Background: an optimization exercise with open tools, aiming at small area. Do not read the settings as production practice.
Function was checked by simulation only, so behaviour that the tests miss may differ from the original.
Power and IR drop assume default switching activity.

==> flow/design.v <==
module brick_color_table #(
   parameter logic [7:0]  DEFAULT_COLOR = 8'hFF,
   parameter logic [15:0] STALL_LIMIT   = 16'd1000
) (
   input  logic       clk,
   input  logic       resetN,
   input  logic       newSeq,
   input  logic [7:0] colorIn,
   input  logic [7:0] colorCount,
   input  logic       rdReq,
   input  logic [7:0] brickIndex,
   output logic [7:0] brickColor,
   output logic       rdValid,
   output logic       tableReady,
   output logic [7:0] fillCount,
   output logic       stallErr
);
   logic       fill_r, ready_r, stall_err_r;
   logic [7:0] fill_count_r;
   logic [7:0] prev_r;
   logic [9:0] stall_r;         
   logic       advance_s, wr_en_s, stall_hit_s, full_s;
   always_ff @(posedge clk) prev_r <= colorCount;
   assign advance_s = (colorCount != prev_r);
   assign wr_en_s   = fill_r & ~newSeq & advance_s;
   assign full_s    = (colorCount == 8'd255);
   function automatic logic [9:0] lfsr_after(input int n);
      logic [9:0] s;
      s = 10'd0;
      for (int k = 0; k < n; k++) s = {s[8:0], ~(s[9] ^ s[6])};
      lfsr_after = s;
   endfunction
   localparam logic [9:0] STALL_LAST = lfsr_after(int'(STALL_LIMIT) - 1);
   always_ff @(posedge clk) begin
      if (newSeq | advance_s) stall_r <= 10'd0;
      else                    stall_r <= {stall_r[8:0], ~(stall_r[9] ^ stall_r[6])};
   end
   assign stall_hit_s = fill_r & ~advance_s & (stall_r == STALL_LAST);
   always_ff @(posedge clk or negedge resetN) begin
      if (!resetN) begin
         fill_r       <= 1'b0;
         ready_r      <= 1'b0;
         stall_err_r  <= 1'b0;
         fill_count_r <= 8'd0;
      end else if (newSeq) begin
         fill_r       <= 1'b1;
         ready_r      <= 1'b0;
         stall_err_r  <= 1'b0;
         fill_count_r <= 8'd0;
      end else begin
         if ((wr_en_s & full_s) | stall_hit_s) begin
            fill_r  <= 1'b0;
            ready_r <= 1'b1;
         end
         if (stall_hit_s) stall_err_r <= 1'b1;
         if (wr_en_s && fill_count_r != 8'd255) fill_count_r <= fill_count_r + 8'd1;
      end
   end
   logic clr_r;
   always_ff @(posedge clk or negedge resetN) begin
      if (!resetN) clr_r <= 1'b1;
      else         clr_r <= 1'b0;
   end
   logic [255:0]      we_s, hold_s;
   logic [255:0]      valid_r;
   logic [255:0][7:0] mem_r, mem_d;
   for (genvar e = 0; e < 256; e++) begin : g_entry
      assign we_s[e]   = wr_en_s & (colorCount == 8'(e + 1));
      assign hold_s[e] = ~we_s[e];
      bct_ao22x8 u_ld (.a(we_s[e]), .b(hold_s[e]), .x(colorIn), .y(mem_r[e]), .z(mem_d[e]));
      always_ff @(posedge clk) mem_r[e] <= mem_d[e];
      always_ff @(posedge clk) valid_r[e] <= we_s[e] | (valid_r[e] & ~clr_r);
   end
   logic [255:0]      rd_sel_s;
   logic [255:0][8:0] rd_word_s;
   for (genvar e = 0; e < 256; e++) begin : g_rsel
      assign rd_sel_s[e]  = (brickIndex == 8'(e));
      assign rd_word_s[e] = {valid_r[e], mem_r[e]};
   end
   localparam int NT = 86;      
   logic [NT-1:0][8:0] rd_part_n;
   for (genvar t = 0; t < 85; t++) begin : g_rd3
      bct_aoi222x9 u_rd (.s0(rd_sel_s[3*t]),   .a(rd_word_s[3*t]),
                         .s1(rd_sel_s[3*t+1]), .b(rd_word_s[3*t+1]),
                         .s2(rd_sel_s[3*t+2]), .c(rd_word_s[3*t+2]),
                         .yn(rd_part_n[t]));
   end
   bct_nand2x9 u_rd_last (.s(rd_sel_s[255]), .a(rd_word_s[255]), .yn(rd_part_n[85]));
   logic [8:0] rd_s;
   always_comb begin
      rd_s = '1;
      for (int t = 0; t < NT; t++) rd_s = rd_s & rd_part_n[t];
      rd_s = ~rd_s;
   end
   logic [7:0] brick_color_r;
   logic       rd_valid_r;
   always_ff @(posedge clk or negedge resetN) begin
      if (!resetN) begin
         brick_color_r <= DEFAULT_COLOR;
         rd_valid_r    <= 1'b0;
      end else begin
         rd_valid_r <= rdReq;
         if (rdReq) brick_color_r <= (ready_r & rd_s[8]) ? rd_s[7:0] : DEFAULT_COLOR;
      end
   end
   assign brickColor = brick_color_r;
   assign rdValid    = rd_valid_r;
   assign tableReady = ready_r;
   assign fillCount  = fill_count_r;
   assign stallErr   = stall_err_r;
endmodule
module bct_ao22x8 (
   input  logic       a,
   input  logic       b,
   input  logic [7:0] x,
   input  logic [7:0] y,
   output logic [7:0] z
);
   assign z = ({8{a}} & x) | ({8{b}} & y);
endmodule
module bct_aoi222x9 (
   input  logic       s0,
   input  logic       s1,
   input  logic       s2,
   input  logic [8:0] a,
   input  logic [8:0] b,
   input  logic [8:0] c,
   output logic [8:0] yn
);
   assign yn = ~(({9{s0}} & a) | ({9{s1}} & b) | ({9{s2}} & c));
endmodule
module bct_nand2x9 (
   input  logic       s,
   input  logic [8:0] a,
   output logic [8:0] yn
);
   assign yn = ~({9{s}} & a);
endmodule
clock: 8.0 ns
lec_check: 0
cap_margin: 20
core_margin: 2
core_utilization: 50
slew_margin: 20
synth_hierarchical: 1
synth_minimum_keep_size: 0
run.sh (not shown) runs the stock make flow with config.mk's settings and CLKGATE_MAP_FILE= SYNTH_SCRIPT=/design/flow/synth_recipe.tcl, a recipe that flattens the netlist after the stock synthesis.
Edit:
==> flow/flow/run.sh (new file) <==
#!/bin/bash
set -euo pipefail
export CTS_ARGS="-sink_clustering_enable -repair_clock_nets -dont_use_dummy_load -sink_clustering_size 16 -sink_clustering_max_diameter 45 -buf_list sky130_fd_sc_hd__clkbuf_8"
bash standard.sh > standard_sh.log 2>&1
==> flow/standard.sh (new file) <==
#!/bin/bash
# synth_recipe.tcl (not shown) runs the flow's synth.tcl, then flattens the netlist and writes it again
# the make line also repeats each setting of config.mk as NAME=value (left out here)
make -C /OpenROAD-flow-scripts/flow DESIGN_CONFIG=/design/flow/config.mk WORK_HOME=/design/flow/orfs CLKGATE_MAP_FILE= SYNTH_SCRIPT=/design/flow/synth_recipe.tcl "${@:-finish}"
--- a/flow/config.mk
+++ b/flow/config.mk
@@ -9,3 +9,3 @@
 export CORE_MARGIN = 2
-export CORE_UTILIZATION = 50
+export CORE_UTILIZATION = 65
 export SLEW_MARGIN = 20
removed: flow/run.sh
Outcome: The changed run completed without violations. Clock-buffer cell count drops by 126. Global-route usage climbs by 6.5 points. Via count goes down slightly.
Edit:
==> flow/run.sh (new file) <==
#!/bin/bash
# synth_recipe.tcl (not shown) runs the flow's synth.tcl, then flattens the netlist and writes it again
# the make line also repeats each setting of config.mk as NAME=value (left out here)
make -C /OpenROAD-flow-scripts/flow DESIGN_CONFIG=/design/flow/config.mk WORK_HOME=/design/flow/orfs CLKGATE_MAP_FILE= SYNTH_SCRIPT=/design/flow/synth_recipe.tcl finish
--- a/flow/config.mk
+++ b/flow/config.mk
@@ -9,3 +9,6 @@
 export CORE_MARGIN = 2
-export CORE_UTILIZATION = 65
+export CORE_UTILIZATION = 50
+export CTS_BUF_LIST = sky130_fd_sc_hd__clkbuf_8
+export CTS_CLUSTER_DIAMETER = 40
+export CTS_CLUSTER_SIZE = 16
 export SLEW_MARGIN = 20
removed: flow/flow/run.sh
removed: flow/standard.sh
Effect:
- wire length climbs by 9.8%
- clock-buffer cell count is higher by 166
- power increases by 25%
- synthesized cell count does not change
- cell count is higher by 11%
- die area is higher by 30%
- synthesized area is unchanged

[static timing again, ports no longer ideal]
In the flow no input, the clock included, has a driving cell. The finished layouts below were timed again as built, in two steps. Step 1 sets driving cells, clkbuf_16 on the clock port and buf_2 on the other inputs (assumed; they add their load-dependent delay and slew). Step 2 moves the port delays by t, midway between the first and last clock arrival at a register: inputs arrive t later, outputs are due t later. That takes back most of the time a late clock gives input paths. Three values: no drivers, after step 1, after step 2; two values: the first two.
| run | t (ns) | setup slack, ns | worst hold slack (ns) | pins driven straight from the clock port |
|---|---|---|---|---|
| the first run | 0.947 | 1.626 / 1.629 / 0.682 | 0.454 / 0.454 / 0.454 | 1 |
| the second run | 1.026 | 1.146 / 1.214 / 0.188 | 0.454 / 0.454 / 0.454 | 1 |
| the third run | 1.138 | 1.840 / 1.840 / 0.702 | 0.447 / 0.447 / 0.447 | 1 |
After both steps every run listed still meets setup and hold. For the third run, which loses most, drivers alone change the setup slack by 0.000 ns; drivers and shift together by -1.138 ns.
